This is an optimization exercise on Yosys and OpenROAD, whose aim is small area, not a production implementation.
The RTL was checked by simulation tests, not by an equivalence proof against the original design.
Power is estimated from default activity; no workload was simulated.

==> design/flow/design.v <==
package fpau_pkg;
	typedef logic [32-1:0] fp_word_t;
	typedef enum logic [3:0] {
		OP_SGNJ  = 4'd2,
		OP_SGNJN = 4'd3,
		OP_SGNJX = 4'd4,
		OP_MAX   = 4'd5,
		OP_MIN   = 4'd6,
		OP_EQ    = 4'd7,
		OP_LT    = 4'd8,
		OP_LE    = 4'd9,
		OP_MOV   = 4'd10,
		OP_F2I   = 4'd11,
		OP_I2F   = 4'd12
	} fp_op_e;
endpackage
`timescale 1ns/1ps
module fpau_top
(
	input  logic                    pclk,
	input  logic                    rst_n,
	input  logic                    psel,
	input  logic                    penable,
	input  logic                    pwrite,
	input  logic [5-1:0] paddr,
	input  fpau_pkg::fp_word_t      pwdata,
	output fpau_pkg::fp_word_t      prdata,
	output logic                    pready,
	output logic                    pslverr
);
	logic [31:0] opa_q;
	logic [31:0] opb_q;
	logic [3:0]  op_q;
	logic        uns_q;
	logic [31:0] res_q;
	logic        done_q;
	logic access, wr, wr_a, wr_b, launch;
	assign access = psel && penable;
	assign wr     = access && pwrite;
	assign wr_a   = wr && paddr == 5'h00;
	assign wr_b   = wr && paddr == 5'h04;
	assign launch = wr && paddr == 5'h08;
	assign pready  = 1'b1;
	assign pslverr = access && ((paddr[4] && paddr[3:0] != 4'd0)
		|| (pwrite && (paddr == 5'h0C || paddr == 5'h10)));
	always_comb
	begin
		case (paddr)
		5'h00:    prdata = opa_q;
		5'h04:    prdata = opb_q;
		5'h08:   prdata = {27'b0, uns_q, op_q};
		5'h0C: prdata = res_q;
		5'h10: prdata = {31'b0, done_q};
		default:          prdata = '0;
		endcase
	end
	logic [3:0] op;
	logic       uns;
	assign op  = pwdata[3:0];
	assign uns = pwdata[4];
	logic sa, sb;
	assign sa = opa_q[31];
	assign sb = opb_q[31];
	logic lt31, eq, sdiff, klt, ult, pick_b;
	assign lt31  = opa_q[30:0] < opb_q[30:0];
	assign eq    = opa_q == opb_q;
	assign sdiff = sa ^ sb;
	assign klt   = sdiff ? sa : lt31;
	assign ult   = sdiff ? sb : lt31;
	assign pick_b = (op == 4'd5 && klt) || (op == 4'd6 && !klt);
	logic        is_f2i;
	logic        neg;
	logic [7:0]  e;
	logic        f2i_zero;
	logic [4:0]  r;
	logic [31:0] rev_x;
	logic [31:0] x;
	logic [4:0]  lz;
	logic [31:0] shin;
	logic [4:0]  amt;
	logic [31:0] sh;
	logic [31:0] negin;
	logic [31:0] nout;
	logic [31:0] f2i_res;
	logic [31:0] i2f_res;
	logic [7:0]  i2f_exp;
	assign is_f2i = op == 4'd11;
	assign neg = !uns && sa;
	assign e = opa_q[30:23];
	assign f2i_zero = (e < 8'd127) || (uns && (sa || e > 8'd158)) || (!uns && e > 8'd157);
	assign r = (~e[4:0]) - 5'd1;
	assign x = opa_q ^ {32{neg}};
	always_comb
	begin
		for (int i = 0; i < 32; i++)
			rev_x[i] = (i == 0) ? 1'b1 : (i <= 23) ? opa_q[23 - i] : 1'b0;
		lz = 5'd31;
		for (int i = 1; i < 32; i++)
			if (x[i])
				lz = 5'(31 - i);
	end
	assign shin = is_f2i ? rev_x : opa_q;
	assign amt  = is_f2i ? r : lz;
	assign sh   = shin << amt;
	always_comb
		for (int i = 0; i < 32; i++)
			negin[i] = is_f2i ? sh[31 - i] : sh[i];
	assign nout = neg ? -negin : negin;
	assign f2i_res = f2i_zero ? 32'd0 : nout;
	assign i2f_exp = 8'd158 - {3'd0, lz} + {7'd0, !nout[31]};
	assign i2f_res = (!neg && !nout[31]) ? 32'd0 : {neg, i2f_exp, nout[30:8]};
	logic [31:0] result;
	always_comb
	begin
		case (op)
		4'd2:  result = {sb, opa_q[30:0]};
		4'd3:  result = {~sb, opa_q[30:0]};
		4'd4:  result = {sa ^ sb, opa_q[30:0]};
		4'd5, 4'd6, 4'd10:
			result = pick_b ? opb_q : opa_q;
		4'd7:  result = {31'd0, eq};
		4'd8:  result = {31'd0, ult};
		4'd9:  result = {31'd0, ult || eq};
		4'd11: result = f2i_res;
		4'd12: result = i2f_res;
		default: result = '0;
		endcase
	end
	always_ff @(posedge pclk)
	begin
		if (!rst_n)
		begin
			opa_q  <= '0;
			opb_q  <= '0;
			op_q   <= '0;
			uns_q  <= 1'b0;
			res_q  <= '0;
			done_q <= 1'b0;
		end
		else
		begin
			if (wr_a)
				opa_q <= pwdata;
			if (wr_b)
				opb_q <= pwdata;
			if (launch)
			begin
				op_q   <= op;
				uns_q  <= uns;
				res_q  <= result;
				done_q <= 1'b1;
			end
		end
	end
endmodule
==> design/flow/run.sh <==
#!/bin/bash
# synth_recipe.tcl (not shown) runs the flow's synth.tcl, then flattens the netlist and writes it again
# the make line also repeats each setting of config.mk as NAME=value (left out here)
make -C /OpenROAD-flow-scripts/flow DESIGN_CONFIG=/design/flow/config.mk WORK_HOME=/design/flow/orfs CLKGATE_MAP_FILE= SYNTH_SCRIPT=/design/flow/synth_recipe.tcl finish
==> design/flow/config.mk <==
export PLATFORM = sky130hd
export DESIGN_NAME = fpau_top
export DESIGN_NICKNAME = fpau_top
export VERILOG_FILES = /design/flow/design.v
export SDC_FILE = /design/flow/constraint.sdc
export NUM_CORES = 4
export LEC_CHECK = 0
export ABC_AREA = 1
export CAP_MARGIN = 20
export CORE_MARGIN = 2
export CORE_UTILIZATION = 40
export SLEW_MARGIN = 20
==> design/flow/constraint.sdc <==
create_clock -name core_clock -period 10.0 [get_ports {pclk}]
set_input_delay 2.0000 -clock core_clock [delete_from_list [all_inputs] [get_ports {pclk}]]
set_output_delay 2.0000 -clock core_clock [all_outputs]
set_load 0.01 [all_outputs]
==> run notes <==
## logic make-up (layout without fill, tap and decap cells)
kind of cell	Yosys count	after routing	share of synthesized area [%]
fa+ha+maj	39	39	4.281
other cells	1	1	0.03290
compound gates	389	389	18.86
simple gates	1145	1145	45.86
xor+xnor	36	36	2.832
buf+inv	281	278	10.22
flops	102	102	17.92
## stage by stage
| step | instances | power [mW] |
|---|---|---|
| finish | 2368 | 1.215 |
| global route | 2368 | 1.276 |
| CTS | 2367 | 1.211 |
| detailed placement | 2351 | 0.8147 |
| global placement | 2351 | 0.8175 |
| floorplan | 1993 | 0.6982 |
## critical path: cells and delay by family
| kind | cells | cell delay, ns |
|---|---|---|
| buffers and inverters | 4 | 1.17 |
| AND/OR/NAND/NOR | 49 | 4.66 |
| AO/OA/AOI/OAI | 1 | 0.14 |
| adder cells (fa/ha/maj) | 2 | 0.45 |
| XOR/XNOR | 2 | 0.36 |
## cell type report
class	instances	area (µm²)	area share [%]
multi-input cells	1610	8215	65.14
flip-flops and latches	102	2042	16.19
repair buffers	102	953.4	7.560
inverters	160	603.1	4.782
well taps	378	473.0	3.750
clock buffers	10	239.0	1.895
clock inverters	6	86.33	0.6845
## how the worst max path moves through the flow
stage / from / endpoint / slack, ns / cells past startpoint
final: pwdata[4] / res_q[27] / 1.51 / 58
after global placement: pwdata[4] / res_q[27] / 1.24 / 58
after detailed placement: pwdata[4] / res_q[27] / 1.24 / 58
after global routing: pwdata[4] / res_q[27] / 0.64 / 58
after floorplan: pwdata[4] / res_q[24] / 3.67 / 57
after CTS: pwdata[4] / res_q[24] / 1.61 / 56
## cells in the final DEF, fill, tap and decap left out, drive strengths merged, types with 3 or more instances in the layout
cell           count
xnor2              3
ha                39
clkdlybuf4s50     73
a21oi            159
nor3               7
dfxtp            102
o221ai            27
clkbuf            10
or2                3
nand3b             9
clkinv             8
and2               4
buf               29
nand2            590
nand3            385
nand4             34
inv              157
xor2              33
o2111ai            3
o21ai            178
nor2             110
a221oi             5
## registers in the layout, summed over array words and instances, names as in the netlist
| name | cells |
|---|---|
| res_q | 32 |
| opb_q | 32 |
| opa_q | 32 |
| op_q | 4 |
| uns_q | 1 |
| done_q | 1 |
## power groups by stage
stage,Clock (mW),Sequential [mW],Combinational [mW]
final,0.399,0.408,0.408
after global routing,0.418,0.409,0.449
after CTS,0.405,0.408,0.398
after detailed placement,0,0.418,0.397
after global placement,0,0.418,0.400
after floorplan,0,0.417,0.281
## metal layers
metal	GRT usage (%)	part of all wire [%]
met1	45.49	43
met2	54.27	46
met3	4.573	8.0
met4	10.56	3.5
met5	0	0
==> impl_metrics.py <==
metrics = {
    "power": {
        "cellLeakagePower_nw": 5.477,
        "seqPwrFrac_pct": 33.6,
        "powerDensity_nw_per_um2": 96.32,
        "p_clk_share_pct": 32.8,
        "swShare_pct": 39.52,
        "p_int_mw": 0.7347,
        "p_comb_share_pct": 33.6,
        "power.net_switching_mw": 0.4801,
        "vdd_drop_max_mv": 0.07805,
    },
    "route": {
        "drc": 0,
        "wl_per_cell_um": 21.51,
        "vias": 13960,
        "avgViaCountPerCell": 5.897,
        "finalWirelength_um": 50930,
        "ant_nets": 0,
        "dr.pass1.iters": 5,
        "first_iter_violations": 1860,
    },
    "logic_synthesis": {
        "synth_top_area_share_pct": 18.21,
        "synth_largest_area_cell": "nand2_1",
        "syn-num-nets": 2074,
        "synth_area_leaders": "nand2_1, dfxtp_1, nand3_1, o21ai_0, a21oi_1",
        "ys_ff_latch": 102,
        "netlist_area_um2": 11400,
        "ys.flop_type": "dfxtp_1",
        "post-synth-top-count-cell": "nand2_1",
        "synth_area_per_cell_um2": 5.719,
        "synth_edf_count": 0,
        "yosysWarnings": 1,
        "async_flop_share_pct": 0,
        "yosysSeqAreaShare_pct": 17.92,
        "ys_types": 52,
        "synth_common_cells": "nand2_1, nand3_1, o21ai_0",
        "syn_inst": 1993,
    },
    "worst_setup_path": {
        "critPathMaxStageDelay_ns": 0.53,
        "crit_path_end_kind": "flop",
        "worstPathMaxFanout": 34,
        "crit_type": "in2reg",
        "start_kind": "input port",
        "ff2ff_setup_slack_ns": 3.24,
        "worst-r2r-cell-count": 56,
        "r2r_start": "opa_q[31]",
        "r2r_end": "res_q[27]",
        "crit_required_ns": 10.30,
        "crit_path_top_delay_cell": "clkdlybuf4s50_1",
        "crit_top_cell": "nand2_1",
        "crit_arrival_ns": 8.79,
    },
    "cells_and_area": {
        "drive_gt1_share_pct": 7.236,
        "fin_area_um2": 12610,
        "area_delta_synth_final_pct": 10.66,
        "postLayoutCoreUtil_pct": 45.15,
        "nFillCells": 3096,
        "num_antenna_cells": 0,
        "nets": 2066,
    },
    "die": {
        "ios": 76,
        "initial_core_util_pct": 40.80,
        "rows": 61,
        "die_area_um2": 29860,
        "fp.dieH_um": 172.8,
        "die_x_um": 172.8,
        "coreArea_um2": 27930,
    },
    "hold_path": {
        "whs_endpoint": "res_q[17]",
        "hold_class": "reg2reg",
        "hold_depth": 2,
        "min_from": "res_q[17]",
    },
    "clocking": {
        "cts_buffer_depth": 2,
        "clk_pin_slew_ns": 0.09,
        "cts_resized": 0,
        "clock-sinks": 102,
        "cts_hold_buf": 0,
        "htreeDepth": 3,
        "clkLatencyLatePin_ns": 0.37,
        "cts-root-buf": "clkbuf_16",
        "cts_tree": "yes",
        "cts_setup_buffers": 0,
        "numCtsBuffers": 9,
    },
    "timing": {
        "setup_viol": 0,
        "worst_clock_skew_ns": 0.02081,
        "hold_violations": 0,
        "finalSetupTns_ns": 0,
        "min_period_ns": 8.492,
        "rsz0062_at_grt": "false",
        "fmax_mhz": 117.8,
        "holdWs_ns": 0.4732,
        "maxSlewHeadroom_pct": 27.53,
        "fin_crit_sh_pct": 84.92,
        "setup_ws_ns": 1.508,
        "worst_pin_slew_ns": 1.083,
        "drv_slew": 0,
    },
    "global_route": {
        "track_usage_pct": 33.32,
        "grt-ovfl-total": 0,
        "grt_pass1_vias": 12790,
        "antenna_found_initial": 0,
        "grt_pass1_wl_um": 77240,
        "grt_max_degree": 71,
    },
    "placement": {
        "dp_hpwl_um": 39720,
        "gp_congestion": 0.9844,
        "io_buffers": 74,
        "pre_cts_slack_ns": 1.244,
        "placed_area_um2": 12270,
    },
    "flow_run": {
        "drv_cap": 0,
    },
    "status": {
        "status": "no timing/DRC/antenna violations",
    },
}

## re-timing with driven ports
No port has a modelled driver above. Below, the same layout with a new extraction and two added sets of constraints. Step 1: set_driving_cell puts a clkbuf_16 on pclk and a buf_2 on each other input, an assumption about the parent block. Step 2 adds t to the input delays and takes it off the output delays; t is the mean of the earliest and latest rising clock arrival at the registers after step 1. Input paths then give back, and output paths get back, about the clock's delay inside the block. a / b / c = ideal / step 1 / step 2; a / b = the first two.
t, ns: 0.406
slack for setup (ns): 1.508 / 1.528 / 1.121
worst slew at a driven data input, ns: 0.05
After both steps setup and hold are still met in this run. For this run, drivers alone change the setup slack by +0.020 ns; drivers and shift together by -0.387 ns.
